This is an optimization exercise on Yosys and OpenROAD, whose aim is small area, a short achievable clock period and few clock cycles per item, not a production implementation.
Power figures rest on the tool's default switching activity, not on a simulated workload.

==> flow/design.v <==
module smpo_gap #(
  parameter logic [17:0] C = 18'd0
) (
  input  logic [47:0] now_i,
  input  logic [47:0] t_i,
  output logic        lt_o
);
  logic [18:0] u;
  logic        borrow, lt_u;
  logic [29:0] eqb, carry;
  logic        hi_up, hi_zero;
  assign u      = {1'b0, t_i[17:0]} + {1'b0, C};
  assign borrow = now_i[17:0] < t_i[17:0];
  assign lt_u   = now_i[17:0] < u[17:0];
  assign eqb    = ~(now_i[47:18] ^ t_i[47:18]);
  assign carry  = {now_i[46:18] | ~t_i[46:18], 1'b0};
  assign hi_up  = &(eqb[29:1] ~^ carry[29:1]);
  assign hi_zero = hi_up && (eqb[0] != borrow);
  assign lt_o   = hi_zero && (borrow ? (u[18] && lt_u) : (u[18] || lt_u));
endmodule
module speech_mouth_pixel_overlay (
  input  logic        clk_i,
  input  logic        rst_ni,
  input  logic        in_valid_i,
  output logic        in_stall_o,
  input  logic [94:0] in_item_i,
  output logic        out_valid_o,
  input  logic        out_stall_i,
  output logic [19:0] out_item_o,
  input  logic        cfg_we_i,
  input  logic [2:0]  cfg_idx_i,
  input  logic [15:0] cfg_data_i
);
  localparam logic [1:0] ACT_PIXEL  = 2'd0;
  localparam logic [1:0] ACT_LEVEL  = 2'd1;
  localparam logic [1:0] ACT_ACTIVE = 2'd2;
  localparam logic [1:0] ACT_FRAME  = 2'd3;
  function automatic sum_zero5;
    input [4:0] a;
    input [4:0] b;
    sum_zero5 = ((a ^ b) == {a[3:0] | b[3:0], 1'b0});
  endfunction
  function automatic sum_zero6;
    input [5:0] a;
    input [5:0] b;
    sum_zero6 = ((a ^ b) == {a[4:0] | b[4:0], 1'b0});
  endfunction
  logic [1:0]  act;
  logic [9:0]  px, py;
  logic [15:0] pin;
  logic [7:0]  level;
  logic        flag;
  logic [47:0] now;
  assign act   = in_item_i[94:93];
  assign px    = in_item_i[92:83];
  assign py    = in_item_i[82:73];
  assign pin   = in_item_i[72:57];
  assign level = in_item_i[56:49];
  assign flag  = in_item_i[48];
  assign now   = in_item_i[47:0];
  logic [9:0]  left_q, top_q, cx_q, cy_q;
  logic [10:0] right_q, bottom_q;
  logic [15:0] black_q, white_q;
  always_ff @(posedge clk_i or negedge rst_ni) begin
    if (!rst_ni) begin
      left_q   <= 10'd0;
      top_q    <= 10'd0;
      right_q  <= 11'd0;
      bottom_q <= 11'd0;
      cx_q     <= 10'd0;
      cy_q     <= 10'd0;
      black_q  <= 16'h0000;
      white_q  <= 16'hFFFF;
    end else if (cfg_we_i) begin
      case (cfg_idx_i)
        3'd0:    left_q   <= cfg_data_i[9:0];
        3'd1:    top_q    <= cfg_data_i[9:0];
        3'd2:    right_q  <= cfg_data_i[10:0];
        3'd3:    bottom_q <= cfg_data_i[10:0];
        3'd4:    cx_q     <= cfg_data_i[9:0];
        3'd5:    cy_q     <= cfg_data_i[9:0];
        3'd6:    black_q  <= cfg_data_i;
        default: white_q  <= cfg_data_i;
      endcase
    end
  end
  logic s1_valid_q, s1_hit_q;
  logic [15:0] s1_pix_q;
  logic adv, accept;
  assign adv        = !(s1_valid_q && out_stall_i);
  assign in_stall_o = !adv;
  assign accept     = in_valid_i && adv;
  logic        active_q;
  logic [2:0]  target_q, render_q;
  logic [47:0] voice_q, step_q;
  logic        voice_recent, step_recent;
  logic        level_nz;
  logic [2:0]  req;
  smpo_gap #(.C(18'd200000)) u_voice_gap (.now_i(now), .t_i(voice_q), .lt_o(voice_recent));
  smpo_gap #(.C(18'd40000))  u_step_gap  (.now_i(now), .t_i(step_q),  .lt_o(step_recent));
  assign level_nz = (level != 8'd0);
  assign req      = (level > 8'd4) ? 3'd4 : level[2:0];
  always_ff @(posedge clk_i or negedge rst_ni) begin
    if (!rst_ni) begin
      active_q <= 1'b0;
      target_q <= 3'd0;
      render_q <= 3'd0;
    end else if (accept) begin
      case (act)
        ACT_LEVEL: begin
          if (active_q) begin
            if (level_nz) begin
              target_q <= req;
            end else if (!voice_recent) begin
              target_q <= 3'd0;
            end
          end
        end
        ACT_ACTIVE: begin
          active_q <= flag;
          target_q <= 3'd0;
          render_q <= 3'd0;
        end
        ACT_FRAME: begin
          if (active_q && !step_recent) begin
            if (render_q < target_q) begin
              render_q <= render_q + 3'd1;
            end else if (render_q > target_q) begin
              render_q <= render_q - 3'd1;
            end
          end
        end
        default: begin
        end
      endcase
    end
  end
  always_ff @(posedge clk_i) begin
    if (accept && (act == ACT_ACTIVE || (act == ACT_LEVEL && active_q && level_nz))) begin
      voice_q <= now;
    end
    if (accept && (act == ACT_ACTIVE || (act == ACT_FRAME && active_q && !step_recent))) begin
      step_q <= now;
    end
  end
  logic        compose, in_rect, bright, erase, hit;
  logic        x_lt_left, x_lt_right, y_lt_top, y_lt_bottom;
  logic [6:0]  weight;
  logic        bx, x_eq, x_up, x_dn, dx_small;
  logic        by, y_eq, y_up, dy_small;
  logic [5:0]  dx;
  logic [3:0]  dy;
  logic [19:0] ga;
  logic [13:0] gy;
  logic [4:0]  on_pose;
  assign compose = active_q && (act == ACT_PIXEL);
  assign x_lt_left   = px < left_q;
  assign x_lt_right  = {1'b0, px} < right_q;
  assign y_lt_top    = py < top_q;
  assign y_lt_bottom = {1'b0, py} < bottom_q;
  assign in_rect = !x_lt_left && x_lt_right && !y_lt_top && y_lt_bottom;
  assign weight  = {2'b0, pin[15:11]} + {2'b0, pin[4:0]} + {2'b0, pin[10:6]};
  assign bright  = (weight >= 7'd10);
  assign erase   = compose && in_rect && bright;
  assign bx       = px[4:0] < cx_q[4:0];
  assign x_eq     = (px[9:5] == cx_q[9:5]);
  assign x_up     = sum_zero5(px[9:5], ~cx_q[9:5]) && !(&cx_q[9:5]);    
  assign x_dn     = sum_zero5(~px[9:5], cx_q[9:5]) && !(&px[9:5]);      
  assign dx_small = x_eq || (bx ? x_up : x_dn);
  assign dx       = px[5:0] - cx_q[5:0];
  assign by       = py[3:0] < cy_q[3:0];
  assign y_eq     = (py[9:4] == cy_q[9:4]);
  assign y_up     = sum_zero6(py[9:4], ~cy_q[9:4]) && !(&cy_q[9:4]);    
  assign dy_small = by ? y_up : y_eq;
  assign dy       = py[3:0] - cy_q[3:0];
  always_comb begin
    for (int m = 0; m < 20; m++) begin
      ga[m] = dx[5] ? ({1'b0, dx[4:0]} <= 6'(32 - m)) : ({1'b0, dx[4:0]} >= 6'(m));
    end
    for (int j = 0; j < 14; j++) begin
      gy[j] = ({1'b0, dy} >= 5'(j));
    end
  end
  assign on_pose[0] = (ga[0] & ~ga[8] & gy[2] & ~gy[4])
                     | (ga[8] & ~ga[10] & gy[1] & ~gy[3])
                     | (ga[10] & ~ga[11] & gy[0] & ~gy[2]);
  assign on_pose[1] = (ga[0] & ~ga[7] & gy[3] & ~gy[5])
                     | (ga[7] & ~ga[10] & gy[2] & ~gy[4])
                     | (ga[10] & ~ga[12] & gy[1] & ~gy[3])
                     | (ga[12] & ~ga[13] & gy[0] & ~gy[2]);
  assign on_pose[2] = (ga[0] & ~ga[7] & gy[5] & ~gy[8])
                     | (ga[7] & ~ga[9] & gy[4] & ~gy[7])
                     | (ga[9] & ~ga[11] & gy[3] & ~gy[6])
                     | (ga[11] & ~ga[13] & gy[2] & ~gy[5])
                     | (ga[13] & ~ga[14] & gy[1] & ~gy[4])
                     | (ga[14] & ~ga[15] & gy[0] & ~gy[3]);
  assign on_pose[3] = (ga[0] & ~ga[7] & gy[7] & ~gy[10])
                     | (ga[7] & ~ga[9] & gy[6] & ~gy[9])
                     | (ga[9] & ~ga[11] & gy[5] & ~gy[8])
                     | (ga[11] & ~ga[13] & gy[4] & ~gy[7])
                     | (ga[13] & ~ga[14] & gy[3] & ~gy[6])
                     | (ga[14] & ~ga[15] & gy[2] & ~gy[5])
                     | (ga[15] & ~ga[16] & gy[1] & ~gy[4])
                     | (ga[16] & ~ga[17] & gy[0] & ~gy[3]);
  assign on_pose[4] = (ga[0] & ~ga[6] & gy[9] & ~gy[13])
                     | (ga[6] & ~ga[9] & gy[8] & ~gy[12])
                     | (ga[9] & ~ga[11] & gy[7] & ~gy[11])
                     | (ga[11] & ~ga[12] & gy[6] & ~gy[10])
                     | (ga[12] & ~ga[14] & gy[5] & ~gy[9])
                     | (ga[14] & ~ga[15] & gy[4] & ~gy[8])
                     | (ga[15] & ~ga[16] & gy[3] & ~gy[7])
                     | (ga[16] & ~ga[17] & gy[2] & ~gy[6])
                     | (ga[17] & ~ga[18] & gy[1] & ~gy[5])
                     | (ga[18] & ~ga[19] & gy[0] & ~gy[4]);
  assign hit = compose && dx_small && dy_small && on_pose[(render_q > 3'd4) ? 3'd4 : render_q];
  always_ff @(posedge clk_i or negedge rst_ni) begin
    if (!rst_ni) begin
      s1_valid_q <= 1'b0;
    end else if (adv) begin
      s1_valid_q <= in_valid_i;
    end
  end
  always_ff @(posedge clk_i) begin
    if (adv) begin
      s1_hit_q <= hit;
      s1_pix_q <= erase ? black_q : pin;
    end
  end
  assign out_valid_o = s1_valid_q;
  assign out_item_o  = {s1_hit_q ? white_q : s1_pix_q, 1'b0, render_q};
endmodule
clock: 6.0 ns
lec_check: 0
abc_area: 1
cap_margin: 20
core_margin: 2
core_utilization: 40
setup_slack_margin: 2.8
slew_margin: 20
standard.sh (not shown) runs the stock make flow with config.mk's settings and CLKGATE_MAP_FILE= SYNTH_SCRIPT=/design/flow/synth_recipe.tcl, a recipe that flattens the netlist after the stock synthesis.
==> flow/flow/run.sh <==
#!/bin/bash
# Layout flow: the standard flow, with the port buffers that placement
# inserts made sky130_fd_sc_hd__buf_1 cells instead of the default choice.
set -euo pipefail
bash standard.sh "BUFFER_PORTS_ARGS=-buffer_cell sky130_fd_sc_hd__buf_1" finish > standard.log 2>&1
Rerun with:
--- a/flow/design.v
+++ b/flow/design.v
@@ -14,12 +14,26 @@
   assign lt_u   = now_i[17:0] < u[17:0];
   assign eqb    = ~(now_i[47:18] ^ t_i[47:18]);
   assign carry  = {now_i[46:18] | ~t_i[46:18], 1'b0};
   assign hi_up  = &(eqb[29:1] ~^ carry[29:1]);
   assign hi_zero = hi_up && (eqb[0] != borrow);
   assign lt_o   = hi_zero && (borrow ? (u[18] && lt_u) : (u[18] || lt_u));
+endmodule
+module smpo_lt #(
+  parameter int N = 8
+) (
+  input  logic [N-1:0] a_i,
+  input  logic [N-1:0] b_i,
+  output logic         lt_o
+);
+  always_comb begin
+    lt_o = 1'b0;
+    for (int i = 0; i < N; i++) begin
+      lt_o = (~a_i[i] & b_i[i]) | (~(a_i[i] & ~b_i[i]) & lt_o);
+    end
+  end
 endmodule
 module speech_mouth_pixel_overlay (
   input  logic        clk_i,
   input  logic        rst_ni,
   input  logic        in_valid_i,
   output logic        in_stall_o,
@@ -81,13 +95,13 @@
         3'd5:    cy_q     <= cfg_data_i[9:0];
         3'd6:    black_q  <= cfg_data_i;
         default: white_q  <= cfg_data_i;
       endcase
     end
   end
-  logic s1_valid_q, s1_hit_q;
+  logic s1_valid_q, s1_hit_q, s1_erase_q;
   logic [15:0] s1_pix_q;
   logic adv, accept;
   assign adv        = !(s1_valid_q && out_stall_i);
   assign in_stall_o = !adv;
   assign accept     = in_valid_i && adv;
   logic        active_q;
@@ -151,16 +165,16 @@
   logic [5:0]  dx;
   logic [3:0]  dy;
   logic [19:0] ga;
   logic [13:0] gy;
   logic [4:0]  on_pose;
   assign compose = active_q && (act == ACT_PIXEL);
-  assign x_lt_left   = px < left_q;
-  assign x_lt_right  = {1'b0, px} < right_q;
-  assign y_lt_top    = py < top_q;
-  assign y_lt_bottom = {1'b0, py} < bottom_q;
+  smpo_lt #(.N(10)) u_x_left   (.a_i(px), .b_i(left_q), .lt_o(x_lt_left));
+  smpo_lt #(.N(11)) u_x_right  (.a_i({1'b0, px}), .b_i(right_q), .lt_o(x_lt_right));
+  smpo_lt #(.N(10)) u_y_top    (.a_i(py), .b_i(top_q), .lt_o(y_lt_top));
+  smpo_lt #(.N(11)) u_y_bottom (.a_i({1'b0, py}), .b_i(bottom_q), .lt_o(y_lt_bottom));
   assign in_rect = !x_lt_left && x_lt_right && !y_lt_top && y_lt_bottom;
   assign weight  = {2'b0, pin[15:11]} + {2'b0, pin[4:0]} + {2'b0, pin[10:6]};
   assign bright  = (weight >= 7'd10);
   assign erase   = compose && in_rect && bright;
   assign bx       = px[4:0] < cx_q[4:0];
   assign x_eq     = (px[9:5] == cx_q[9:5]);
@@ -219,13 +233,14 @@
     end else if (adv) begin
       s1_valid_q <= in_valid_i;
     end
   end
   always_ff @(posedge clk_i) begin
     if (adv) begin
-      s1_hit_q <= hit;
-      s1_pix_q <= erase ? black_q : pin;
+      s1_hit_q   <= hit;
+      s1_erase_q <= erase;
+      s1_pix_q   <= pin;
     end
   end
   assign out_valid_o = s1_valid_q;
-  assign out_item_o  = {s1_hit_q ? white_q : s1_pix_q, 1'b0, render_q};
+  assign out_item_o  = {s1_hit_q ? white_q : (s1_erase_q ? black_q : s1_pix_q), 1'b0, render_q};
 endmodule
The changed run completed with no timing, DRC or antenna violations.
Core utilization goes down by 0.41 points.
Setup slack is worse by 15 ps.
Clock power goes down by about 10%.
Via count goes down by 3.5%.
Register-to-register slack is worse by 50 ps.
Power goes down by 5.3%.
Function was not checked in any run of this note: the RTL went through the layout flow alone.

## afterwards: timing with drivers on the ports
In the flow no input, the clock included, has a driving cell. The finished layouts below were timed again as built, in two steps.
Step 1 (the two cells are an assumption about what drives the block):
set clk [get_ports {clk_i}]
set_driving_cell -lib_cell sky130_fd_sc_hd__clkbuf_16 $clk
set_driving_cell -lib_cell sky130_fd_sc_hd__buf_2 [delete_from_list [all_inputs] $clk]
Step 2 times the ports against the registers' clock, not the clock port: input delays grow and output delays shrink by t, the midpoint of the rising clock arrivals with the driver on.
Slacks: ideal / step 1 / step 2; pairs: ideal / step 1.
run	shift t [ns]	slack for setup (ns)	worst hold slack (ns)
the first run	0.593	2.912 / 2.944 / 2.351	0.484 / 0.484 / 0.484
the second run	0.580	2.898 / 2.880 / 2.334	0.482 / 0.482 / 0.482
After both steps setup and hold are still met in every run listed. For the second run, which loses most, drivers alone change the setup slack by -0.018 ns; drivers and shift together by -0.564 ns.
